Context: an optimization exercise on an open-source flow, tuned for small area. The choices shown serve that exercise and are no tape-out recipe.
At most, simulation tests tie the RTL to the original design; equivalence was not proved.
Power figures rest on the tool's default switching activity, not on a simulated workload.

Design fano_decoder_top, start of the top module:
module fano_decoder_top (
    input  logic       clk,
    input  logic       nlocal_rst,
    input  logic       i_vld,
    input  logic [1:0] i_branch,
    output logic       o_vld,
    output logic       o_dec_sym
);
Size: about 1600 cells after synthesis, ~310 flip-flops, ~7 I/O pins.
clock: 8.0 ns
lec_check: 0
cap_margin: 20
core_margin: 2
core_utilization: 65
slew_margin: 20
standard.sh (not shown) runs the stock make flow with config.mk's settings and CLKGATE_MAP_FILE= SYNTH_SCRIPT=/design/flow/synth_recipe.tcl, a recipe that flattens the netlist after the stock synthesis.
==> flow/flow/run.sh <==
#!/bin/bash
# Own layout flow: the standard layout (standard.sh, unchanged synthesis
# script and register mapping) with two changes:
#  - the ABC script that maps the synthesised logic to cells
#    (flow/abc_speed.script: ORFS's speed script with delay relaxation and more
#    area-recovery rounds, and without its final buffering and sizing passes,
#    which placement's repair redoes anyway)
#  - clock tree synthesis with clkbuf_4 only, small sink clusters and no dummy
#    loads (flow/cts_args.txt)
# Each step's output goes to its own log in this folder; ORFS keeps its logs
# under orfs/logs.
set -euo pipefail
here=$(pwd)
rm -rf "$here/scripts"
cp -r "$FLOW_HOME/scripts" "$here/scripts"
cp "$here/flow/abc_speed.script" "$here/scripts/abc_speed.script"
cts_args=$(cat "$here/flow/cts_args.txt")
bash "$here/standard.sh" SCRIPTS_DIR="$here/scripts" "CTS_ARGS=$cts_args" finish > "$here/standard_flow.log" 2>&1
==> flow/flow/abc_speed.script <==
&get -n
&st
&dch -f
&nf -R 1000 -F 8
&st
&dc2
&dch -f
&nf -R 1000 -F 8
&st
&dc2
&dch -f
&nf -R 1000 -F 8
&st
&dc2
&dch -f
&nf -R 1000 -F 8
&st
&dc2
&dch -f
&nf -R 1000 -F 8
&put
topo
==> flow/flow/cts_args.txt <==
-sink_clustering_enable -repair_clock_nets -dont_use_dummy_load -buf_list sky130_fd_sc_hd__clkbuf_4 -sink_clustering_size 9 -sink_clustering_max_diameter 40
Change:
--- a/flow/config.mk
+++ b/flow/config.mk
@@ -8,4 +8,4 @@
 export CAP_MARGIN = 20
 export CORE_MARGIN = 2
-export CORE_UTILIZATION = 65
+export CORE_UTILIZATION = 70
 export SLEW_MARGIN = 20
Outcome: The new run completed without violations. Area after synthesis is unchanged. Clock power barely changes. Die area shrinks by about 7%. Utilization grows by 5.2 points. Cell count shrinks by about 2%. Sequential power is about the same. Total power stays flat. Worst hold slack gets worse by 0.037 ns.

## run 1
Another version of the RTL of fano_decoder_top (not shown whole).
Size: about 310 flip-flops, about 7 I/O pins.
export LEC_CHECK = 0
export CAP_MARGIN = 20
export CORE_MARGIN = 2
export CORE_UTILIZATION = 55
export CTS_BUF_LIST = sky130_fd_sc_hd__clkbuf_2 sky130_fd_sc_hd__clkbuf_4 sky130_fd_sc_hd__clkbuf_8
export CTS_CLUSTER_DIAMETER = 60
export CTS_CLUSTER_SIZE = 12
export SLEW_MARGIN = 20
create_clock -name core_clock -period 8.0 [get_ports {clk}]
run.sh (not shown) runs the stock make flow with config.mk's settings and CLKGATE_MAP_FILE= SYNTH_SCRIPT=/design/flow/synth_recipe.tcl, a recipe that flattens the netlist after the stock synthesis.
Stock flow here: none of the scripts above is used.
Run 1 completed every stage of the flow, and the final layout passed the timing, DRC and antenna checks.
Modified inputs, run 2 compared to run 1
Settings: swapping 55 for 40 in CORE_UTILIZATION; swapping sky130_fd_sc_hd__clkbuf_2 sky130_fd_sc_hd__clkbuf_4 sky130_fd_sc_hd__clkbuf_8 for sky130_fd_sc_hd__clkbuf_4 sky130_fd_sc_hd__clkbuf_8 in CTS_BUF_LIST.
--- outcome ---
In the final design statistics, run 2 uses more standard cells in total than run 1.
Run 2 ends up with a worst setup slack that is 0.076 ns higher than in run 1.
The clock network fraction of design power of run 2 is higher than that of run 1.
Looking at via count of the first global-routing pass, run 2 sits below run 1.
The routed wire length of run 2 was superior to that of run 1.
Run 2 vs run 1, delay of the slowest cell on the worst path went up by 0.14 ns.
For run 3, these inputs were changed with respect to run 2:
Settings: SLEW_MARGIN changed from 20 to 0; CAP_MARGIN changed from 20 to 0.
## What came out
Run 3 -> run 2: final-layout setup total negative slack delta 0, exact match
[run 3] worst-case setup margin in the final layout fell 0.30 ns relative to run 2
Number of setup buffers added after CTS: run 2 vs run 3 identical
Run 3 gives less total length of routed met3 wires than run 2 did.
What run 4 does differently from run 3 at the input level:
Settings: SLEW_MARGIN: 0 -> 20; CAP_MARGIN: 0 -> 20.
==> flow/flow/run.sh (new file) <==
#!/bin/bash
# Own layout flow: the standard layout (standard.sh) with one change, the ABC
# script that maps the synthesised logic to cells (flow/abc_speed.script: the
# ORFS speed script without its final buffering and sizing passes, which the
# placement's repair redoes anyway). Registers come out of synthesis as before.
# Output of each step goes to its own log in this folder (and ORFS's own logs
# under orfs/logs).
set -euo pipefail
here=$(pwd)
rm -rf "$here/scripts"
cp -r "$FLOW_HOME/scripts" "$here/scripts"
cp "$here/flow/abc_speed.script" "$here/scripts/abc_speed.script"
bash "$here/standard.sh" SCRIPTS_DIR="$here/scripts" finish > "$here/standard_flow.log" 2>&1
==> flow/flow/abc_speed.script (new file) <==
&get -n
&st
&dch
&nf
&st
&syn2
&if -g -K 6
&synch2
&nf
&st
&syn2
&if -g -K 6
&synch2
&nf
&st
&syn2
&if -g -K 6
&synch2
&nf
&st
&syn2
&if -g -K 6
&synch2
&nf
&st
&syn2
&if -g -K 6
&synch2
&nf
&put
topo
==> flow/standard.sh (new file) <==
#!/bin/bash
# synth_recipe.tcl (not shown) runs the flow's synth.tcl, then flattens the netlist and writes it again
# the make line also repeats each setting of config.mk as NAME=value (left out here)
make -C /OpenROAD-flow-scripts/flow DESIGN_CONFIG=/design/flow/config.mk WORK_HOME=/design/flow/orfs CLKGATE_MAP_FILE= SYNTH_SCRIPT=/design/flow/synth_recipe.tcl "${@:-finish}"
removed: flow/run.sh
Run 4 has final antenna diode count below what run 3 had. From run 3 to run 4 the numbers moved as follows: power share of the combinational group +0.8 points; clock skew moved down. Run 4 vs. run 3: count of different cell masters after synthesis went down by about 30%. The xor-xnor portion of the synthesized cell area of run 3 and that of run 4 are within noise of each other. On final net count, run 4 tracks run 3 almost exactly. Run 3 -> run 4: critical path depth in cells delta 0, exact match. In the metrics for run 4 and run 3, the one carrying the higher part of the total power dissipated in the clock network is run 3. Run 3 has higher area after synthesis than run 4. Of run 4 and run 3, run 4 shows the higher total track usage, with run 3 below it.

fano_decoder_top, a different RTL version from the one above (not shown whole).
For scale: about 7 I/O pins.
==> flow/design.v (excerpt) <==
module fano_decoder_top (
    input  logic       clk,
    input  logic       nlocal_rst,
    input  logic       i_vld,
    input  logic [1:0] i_branch,
    output logic       o_vld,
    output logic       o_dec_sym
);
==> flow/config.mk <==
export PLATFORM = sky130hd
export DESIGN_NAME = fano_decoder_top
export DESIGN_NICKNAME = fano_decoder_top
export VERILOG_FILES = /design/flow/design.v
export SDC_FILE = /design/flow/constraint.sdc
export NUM_CORES = 4
export LEC_CHECK = 0
export CAP_MARGIN = 20
export CORE_MARGIN = 2
export CORE_UTILIZATION = 70
export SLEW_MARGIN = 20
==> flow/constraint.sdc <==
create_clock -name core_clock -period 8.0 [get_ports {clk}]
set_input_delay 1.6000 -clock core_clock [delete_from_list [all_inputs] [get_ports {clk}]]
set_output_delay 1.6000 -clock core_clock [all_outputs]
set_load 0.01 [all_outputs]
standard.sh (not shown) runs the stock make flow with config.mk's settings and CLKGATE_MAP_FILE= SYNTH_SCRIPT=/design/flow/synth_recipe.tcl, a recipe that flattens the netlist after the stock synthesis.
==> flow/flow/run.sh <==
#!/bin/bash
# Own layout flow: the standard layout (standard.sh, unchanged synthesis
# script and register mapping) with two changes:
#  - the ABC script that maps the synthesised logic to cells
#    (flow/abc_speed.script: ORFS's speed script with delay relaxation and more
#    area-recovery rounds, and without its final buffering and sizing passes,
#    which placement's repair redoes anyway)
#  - clock tree synthesis with clkbuf_4 only, small sink clusters and no dummy
#    loads (flow/cts_args.txt)
# Each step's output goes to its own log in this folder; ORFS keeps its logs
# under orfs/logs.
set -euo pipefail
here=$(pwd)
rm -rf "$here/scripts"
cp -r "$FLOW_HOME/scripts" "$here/scripts"
cp "$here/flow/abc_speed.script" "$here/scripts/abc_speed.script"
cts_args=$(cat "$here/flow/cts_args.txt")
bash "$here/standard.sh" SCRIPTS_DIR="$here/scripts" "CTS_ARGS=$cts_args" finish > "$here/standard_flow.log" 2>&1
==> flow/flow/abc_speed.script <==
&get -n
&st
&dch
&nf -R 1000 -F 8
&st
&syn2
&if -g -K 6
&synch2
&nf -R 1000 -F 8
&st
&syn2
&if -g -K 6
&synch2
&nf -R 1000 -F 8
&st
&syn2
&if -g -K 6
&synch2
&nf -R 1000 -F 8
&st
&syn2
&if -g -K 6
&synch2
&nf -R 1000 -F 8
&put
topo
==> flow/flow/cts_args.txt <==
-sink_clustering_enable -repair_clock_nets -dont_use_dummy_load -buf_list sky130_fd_sc_hd__clkbuf_4 -sink_clustering_size 10 -sink_clustering_max_diameter 45
Edit:
==> flow/flow/cts_args.txt (replaced) <==
-sink_clustering_enable -repair_clock_nets -dont_use_dummy_load -buf_list sky130_fd_sc_hd__clkbuf_4 -sink_clustering_size 10 -sink_clustering_max_diameter 40
Settings changed: GPL_TIMING_DRIVEN set to 0.
The changed run ran to the end with no violations.
Setup slack degrades by 320 ps.
Non-clock buffer count decreases by 2.
Wire length increases by a few percent.
Combinational power increases by a few percent.
Utilization increases by 1.6 points.
Global-route usage increases by 0.98 points.
Cell count barely changes.
Total power increases by a few percent.
Synthesized area does not change.
Sequential power is about the same.

Starting RTL as in the previous note.
Settings: LEC_CHECK=0, CAP_MARGIN=20, CORE_MARGIN=2, CORE_UTILIZATION=70, SLEW_MARGIN=20; clock period 8.0 ns.
==> flow/flow/cts_args.txt <==
-sink_clustering_enable -repair_clock_nets -dont_use_dummy_load -buf_list sky130_fd_sc_hd__clkbuf_4 sky130_fd_sc_hd__clkbuf_8 -sink_clustering_size 16 -sink_clustering_max_diameter 50
Scripts as last shown in full above: flow/flow/run.sh, flow/flow/abc_speed.script
The first run ended with an error in clock tree synthesis with STA-0564.
Rerun with:
==> flow/flow/cts_args.txt (replaced) <==
-sink_clustering_enable -repair_clock_nets -dont_use_dummy_load -buf_list sky130_fd_sc_hd__clkbuf_4 -sink_clustering_size 9 -sink_clustering_max_diameter 40
The new run completed without violations.
Area after synthesis stays the same.
Synthesized cell count is unchanged.

== rev 12 ==
The RTL this note starts from:
==> flow/design.v <==
`timescale 1ns/1ps
module fano_decoder_top (
    input  logic       clk,
    input  logic       nlocal_rst,
    input  logic       i_vld,
    input  logic [1:0] i_branch,
    output logic       o_vld,
    output logic       o_dec_sym
);
    localparam int WIN   = 64;            
    localparam int NSRCH = 53;            
    localparam logic [5:0] PTR_MAX = 6'd52;
    localparam logic [10:0] HIST_TAPS = 11'h596;
    localparam logic [3:0] S_INIT = 4'b0000;
    localparam logic [3:0] S_IDLE = 4'b0001;
    localparam logic [3:0] S_FM   = 4'b0010;
    localparam logic [3:0] S_MC1  = 4'b0101;
    localparam logic [3:0] S_MC2  = 4'b0110;
    localparam logic [3:0] S_MC3  = 4'b0111;
    localparam logic [3:0] S_BM0  = 4'b1000;
    localparam logic [3:0] S_BM1  = 4'b1001;
    localparam logic [3:0] S_BM2  = 4'b1010;
    localparam logic [3:0] S_BM3  = 4'b1011;
    logic [3:0]  state_q;
    logic [3:0]  state_d;
    logic        norm_en_q;
    logic [5:0]  ptr_q;
    logic [11:0] fwd_cnt_q;
    logic [NSRCH-1:0][1:0] rx_q;
    logic [WIN-1:0]        dec_q;
    logic [NSRCH-1:0]      worst_q;
    logic [11:0]           hist_q;
    logic        bm_ed_q;
    logic        bm_ep_q;
    logic        bm_w_q;
    logic signed [13:0] t_q;
    logic signed [15:0] mc_q;
    logic signed [15:0] mp_q;
    logic signed [15:0] ms_c;
    logic clr;
    logic s_idle, s_mc2, s_mc3, s_fm, s_bm0, s_bm2, s_bm3;
    logic ms_ge_t, mp_ge_t, mp_below_next, at_norm;
    logic fwd_move, back_move, start_fwd, mark_worst, t_up, t_down, norm;
    logic worst_here;
    logic [5:0]  rd_idx;
    logic [1:0]  rd_rx;
    logic        rd_worst;
    logic [5:0]  wr_idx;
    logic [6:0]  ptr_sum;
    logic        p_at_max;
    logic        h_down;
    logic        h_up;
    assign clr    = !nlocal_rst || (state_q == S_INIT);
    assign s_idle = state_q == S_IDLE;
    assign s_mc2  = state_q == S_MC2;
    assign s_mc3  = state_q == S_MC3;
    assign s_fm   = state_q == S_FM;
    assign s_bm0  = state_q == S_BM0;
    assign s_bm2  = state_q == S_BM2;
    assign s_bm3  = state_q == S_BM3;
    assign rd_idx   = s_bm0 ? ptr_q : ptr_q - 6'd1;
    assign rd_rx    = rx_q[rd_idx];
    assign rd_worst = worst_q[rd_idx];
    assign worst_here = rd_worst;
    logic [10:0] bm_hist;
    logic        bm_start;
    logic        pick;
    logic        mis_d, mis_p;
    logic signed [15:0] bm_val;
    assign bm_start = start_fwd || s_bm0;
    assign bm_hist  = s_bm0 ? hist_q[11:1] : hist_q[10:0];
    always_ff @(posedge clk) begin
        if (bm_start) begin
            bm_ed_q <= rd_rx[1];
            bm_ep_q <= rd_rx[0] ^ (^(bm_hist & HIST_TAPS));
            bm_w_q  <= s_bm0 ? rd_worst : mark_worst;
        end
    end
    assign pick  = (bm_ed_q & bm_ep_q) ^ bm_w_q;
    assign mis_d = bm_ed_q ^ pick;
    assign mis_p = bm_ep_q ^ pick;
    always_comb begin
        case ({state_q[3], mis_d, mis_p})
            3'b000:  bm_val = 16'sd2;
            3'b011:  bm_val = -16'sd10;
            3'b001:  bm_val = -16'sd4;
            3'b010:  bm_val = -16'sd4;
            3'b100:  bm_val = -16'sd2;
            3'b111:  bm_val = 16'sd10;
            default: bm_val = 16'sd4;
        endcase
    end
    logic signed [15:0] m_sum;
    assign m_sum = (state_q[3] ? mp_q : mc_q) + bm_val;
    logic signed [13:0] t_next;
    logic signed [13:0] ms_hi;
    logic signed [13:0] mp_hi;
    assign ms_c  = m_sum;
    assign ms_hi = ms_c[15:2];
    assign mp_hi = mp_q[15:2];
    assign t_next        = t_q + 14'sd1;
    assign ms_ge_t       = ms_hi >= t_q;
    assign mp_ge_t       = mp_hi >= t_q;
    assign mp_below_next = mp_hi < t_next;
    assign at_norm       = t_q == 14'sd64;
    assign fwd_move   = s_mc3 && ms_ge_t;
    assign back_move  = (s_mc3 && !ms_ge_t && mp_ge_t) || (s_bm3 && worst_here && mp_ge_t);
    assign t_down     = (s_mc3 && !ms_ge_t && !mp_ge_t) || (s_bm3 && worst_here && !mp_ge_t);
    assign t_up       = s_fm && mp_below_next;
    assign norm       = s_idle && at_norm && norm_en_q;
    assign mark_worst = s_bm3 && !worst_here;
    assign start_fwd  = (s_idle && ptr_q != 6'd0) || mark_worst;
    always_comb begin
        state_d = state_q;
        case (state_q)
            S_INIT: state_d = S_IDLE;
            S_IDLE: if (ptr_q != 6'd0) state_d = S_MC1;
            S_MC1:  state_d = S_MC2;
            S_MC2:  state_d = S_MC3;
            S_MC3:  state_d = ms_ge_t ? S_FM : (mp_ge_t ? S_BM0 : S_IDLE);
            S_FM:   state_d = S_IDLE;
            S_BM0:  state_d = S_BM1;
            S_BM1:  state_d = S_BM2;
            S_BM2:  state_d = S_BM3;
            S_BM3:  state_d = worst_here ? (mp_ge_t ? S_BM0 : S_IDLE) : S_MC1;
            default: state_d = S_INIT;
        endcase
    end
    always_ff @(posedge clk) begin
        if (!nlocal_rst) begin
            state_q <= S_INIT;
        end else begin
            state_q <= state_d;
        end
    end
    always_ff @(posedge clk) begin
        if (clr || state_q[3:2] == 2'b01) begin
            norm_en_q <= 1'b1;
        end else if (norm) begin
            norm_en_q <= 1'b0;
        end
    end
    assign ptr_sum = {1'b0, ptr_q} + {6'd0, i_vld} + {6'd0, back_move} - {6'd0, fwd_move};
    always_ff @(posedge clk) begin
        if (clr) begin
            ptr_q <= '0;
        end else if (ptr_sum > {1'b0, PTR_MAX}) begin
            ptr_q <= PTR_MAX;
        end else begin
            ptr_q <= ptr_sum[5:0];
        end
    end
    logic [11:0] cnt_run;    
    logic        cnt_en;
    always_comb begin
        cnt_run[0] = 1'b1;
        for (int i = 1; i < 12; i++) begin
            cnt_run[i] = cnt_run[i-1] & (fwd_cnt_q[i-1] ^ back_move);
        end
    end
    assign cnt_en = (fwd_move || back_move) && !(cnt_run[11] && (fwd_cnt_q[11] ^ back_move));
    always_ff @(posedge clk) begin
        if (clr) begin
            fwd_cnt_q <= '0;
        end else if (cnt_en) begin
            fwd_cnt_q <= fwd_cnt_q ^ cnt_run;
        end
    end
    assign wr_idx = ptr_q - 6'd1 + {5'd0, i_vld};
    always_ff @(posedge clk) begin
        if (i_vld) begin
            rx_q <= {rx_q[NSRCH-2:0], i_branch};
        end
    end
    always_ff @(posedge clk) begin
        for (int s = 0; s < WIN; s++) begin
            if (clr) begin
                dec_q[s] <= 1'b0;
            end else if (s < NSRCH && fwd_move && wr_idx == 6'(s)) begin
                dec_q[s] <= pick;
            end else if (i_vld) begin
                dec_q[s] <= (s == 0) ? 1'b0 : dec_q[(s == 0) ? 0 : s - 1];
            end
        end
    end
    always_ff @(posedge clk) begin
        for (int s = 0; s < NSRCH; s++) begin
            if (clr) begin
                worst_q[s] <= 1'b0;
            end else if ((mark_worst || start_fwd) && wr_idx == 6'(s)) begin
                worst_q[s] <= mark_worst;
            end else if (i_vld) begin
                worst_q[s] <= (s == 0) ? 1'b0 : worst_q[(s == 0) ? 0 : s - 1];
            end
        end
    end
    assign p_at_max = ptr_q == PTR_MAX;
    assign h_down   = fwd_move || (p_at_max && i_vld);
    assign h_up     = back_move && !p_at_max && !(ptr_q == PTR_MAX - 6'd1 && i_vld);
    logic [WIN-13:0] dec_above;
    assign dec_above = dec_q[WIN-1:12];
    always_ff @(posedge clk) begin
        if (clr) begin
            hist_q <= '0;
        end else if (h_down) begin
            hist_q <= {hist_q[10:0], fwd_move ? pick : dec_q[PTR_MAX-1]};
        end else if (h_up) begin
            hist_q <= {dec_above[ptr_q], hist_q[11:1]};
        end
    end
    logic [13:0] t_run;
    always_comb begin
        t_run[0] = 1'b1;
        for (int i = 1; i < 14; i++) begin
            t_run[i] = t_run[i-1] & (t_q[i-1] ^ t_down);
        end
    end
    always_ff @(posedge clk) begin
        if (clr) begin
            t_q  <= '0;
            mc_q <= '0;
            mp_q <= 16'sh8000;
        end else begin
            if (t_down || t_up) begin
                t_q <= t_q ^ t_run;
            end else if (norm) begin
                t_q <= 14'sd32;
            end
            if (fwd_move) begin
                mp_q <= mc_q;
                mc_q <= ms_c;
            end else if (back_move) begin
                mc_q <= mp_q;
            end else if (norm) begin
                mp_q <= mp_q >>> 1;
                mc_q <= mc_q >>> 1;
            end else if (s_bm2) begin
                if (fwd_cnt_q == 12'd0) begin
                    mp_q <= 16'sh8000;
                end else if (fwd_cnt_q == 12'd1) begin
                    mp_q <= '0;
                end else begin
                    mp_q <= m_sum;
                end
            end
        end
    end
    always_ff @(posedge clk) begin
        if (!nlocal_rst) begin
            o_vld <= 1'b0;
        end else begin
            o_vld <= i_vld;
        end
    end
    always_ff @(posedge clk) begin
        o_dec_sym <= dec_q[WIN-1];
    end
endmodule
Settings: LEC_CHECK=0, CAP_MARGIN=20, CORE_MARGIN=2, CORE_UTILIZATION=40, CTS_BUF_LIST=sky130_fd_sc_hd__clkbuf_4 sky130_fd_sc_hd__clkbuf_8, CTS_CLUSTER_DIAMETER=60, CTS_CLUSTER_SIZE=12, SLEW_MARGIN=20; clock period 8.0 ns.
run.sh (not shown) runs the stock make flow with config.mk's settings and CLKGATE_MAP_FILE= SYNTH_SCRIPT=/design/flow/synth_recipe.tcl, a recipe that flattens the netlist after the stock synthesis.
Stock flow here: none of the scripts above is used.
Rev 12 did not stop at any stage, and its layout met the timing, DRC and antenna checks.
### rev 12 -> rev 13
==> flow/flow/run.sh (new file) <==
#!/bin/bash
# Own layout flow: the standard layout (standard.sh) with one change, the ABC
# script that maps the synthesised logic to cells (flow/abc_speed.script: the
# ORFS speed script without its final buffering and sizing passes, which the
# placement's repair redoes anyway). Registers come out of synthesis as before.
# Output of each step goes to its own log in this folder (and ORFS's own logs
# under orfs/logs).
set -euo pipefail
here=$(pwd)
rm -rf "$here/scripts"
cp -r "$FLOW_HOME/scripts" "$here/scripts"
cp "$here/flow/abc_speed.script" "$here/scripts/abc_speed.script"
bash "$here/standard.sh" SCRIPTS_DIR="$here/scripts" finish > "$here/standard_flow.log" 2>&1
==> flow/flow/abc_speed.script (new file) <==
&get -n
&st
&dch
&nf
&st
&syn2
&if -g -K 6
&synch2
&nf
&st
&syn2
&if -g -K 6
&synch2
&nf
&st
&syn2
&if -g -K 6
&synch2
&nf
&st
&syn2
&if -g -K 6
&synch2
&nf
&st
&syn2
&if -g -K 6
&synch2
&nf
&put
topo
==> flow/standard.sh (new file) <==
#!/bin/bash
# synth_recipe.tcl (not shown) runs the flow's synth.tcl, then flattens the netlist and writes it again
# the make line also repeats each setting of config.mk as NAME=value (left out here)
make -C /OpenROAD-flow-scripts/flow DESIGN_CONFIG=/design/flow/config.mk WORK_HOME=/design/flow/orfs CLKGATE_MAP_FILE= SYNTH_SCRIPT=/design/flow/synth_recipe.tcl "${@:-finish}"
removed: flow/run.sh
Met3 global-route usage, rev 13 and rev 12: higher on rev 12
The clock buffer and inverter area fraction after layout on rev 13 is in line with that on rev 12.
Rev 12 vs rev 13, library cell contributing the largest single delay on the critical path: sky130_fd_sc_hd__dfxtp_1 vs sky130_fd_sc_hd__dfxtp_4
Compared with rev 12, rev 13 shows a lower power.
No run of this note included a check of the RTL's function; only the layout flow was run.

[port drivers added, routing unchanged]
In the flow no input, the clock included, has a driving cell. The finished layouts below were timed again as built, in two steps.
Step 1 sets driving cells, clkbuf_16 on the clock port and buf_2 on the other inputs (assumed; they add their load-dependent delay and slew).
Step 2 moves the port delays by t, midway between the first and last clock arrival at a register: inputs arrive t later, outputs are due t later. That takes back most of the time a late clock gives input paths.
Slacks: no drivers / after step 1 / after step 2; pairs: no drivers / after step 1.
run	shift t [ns]	setup WS [ns]	worst register clock-pin slew, ns	cell pins on the clock port's net
the first run of note 1	0.712	0.584 / 0.584 / 0.584	0.11 / 0.11	1
the second run of note 1	0.696	0.574 / 0.574 / 0.574	0.11 / 0.11	1
run 1	0.587	0.873 / 0.873 / 0.873	0.09 / 0.09	1
run 2	0.649	0.949 / 0.949 / 0.949	0.09 / 0.09	1
run 3	0.651	0.654 / 0.654 / 0.654	0.09 / 0.09	1
run 4	0.621	0.715 / 0.716 / 0.716	0.09 / 0.09	1
the first run of note 3	0.695	0.825 / 0.825 / 0.825	0.12 / 0.12	1
the second run of note 3	0.693	0.500 / 0.500 / 0.500	0.11 / 0.11	1
the second run of note 4	0.712	0.826 / 0.826 / 0.826	0.10 / 0.10	1
rev 12	0.657	0.615 / 0.615 / 0.615	0.09 / 0.09	1
rev 13	0.617	1.085 / 1.085 / 1.085	0.09 / 0.09	1
After both steps setup and hold are still met in every run listed.
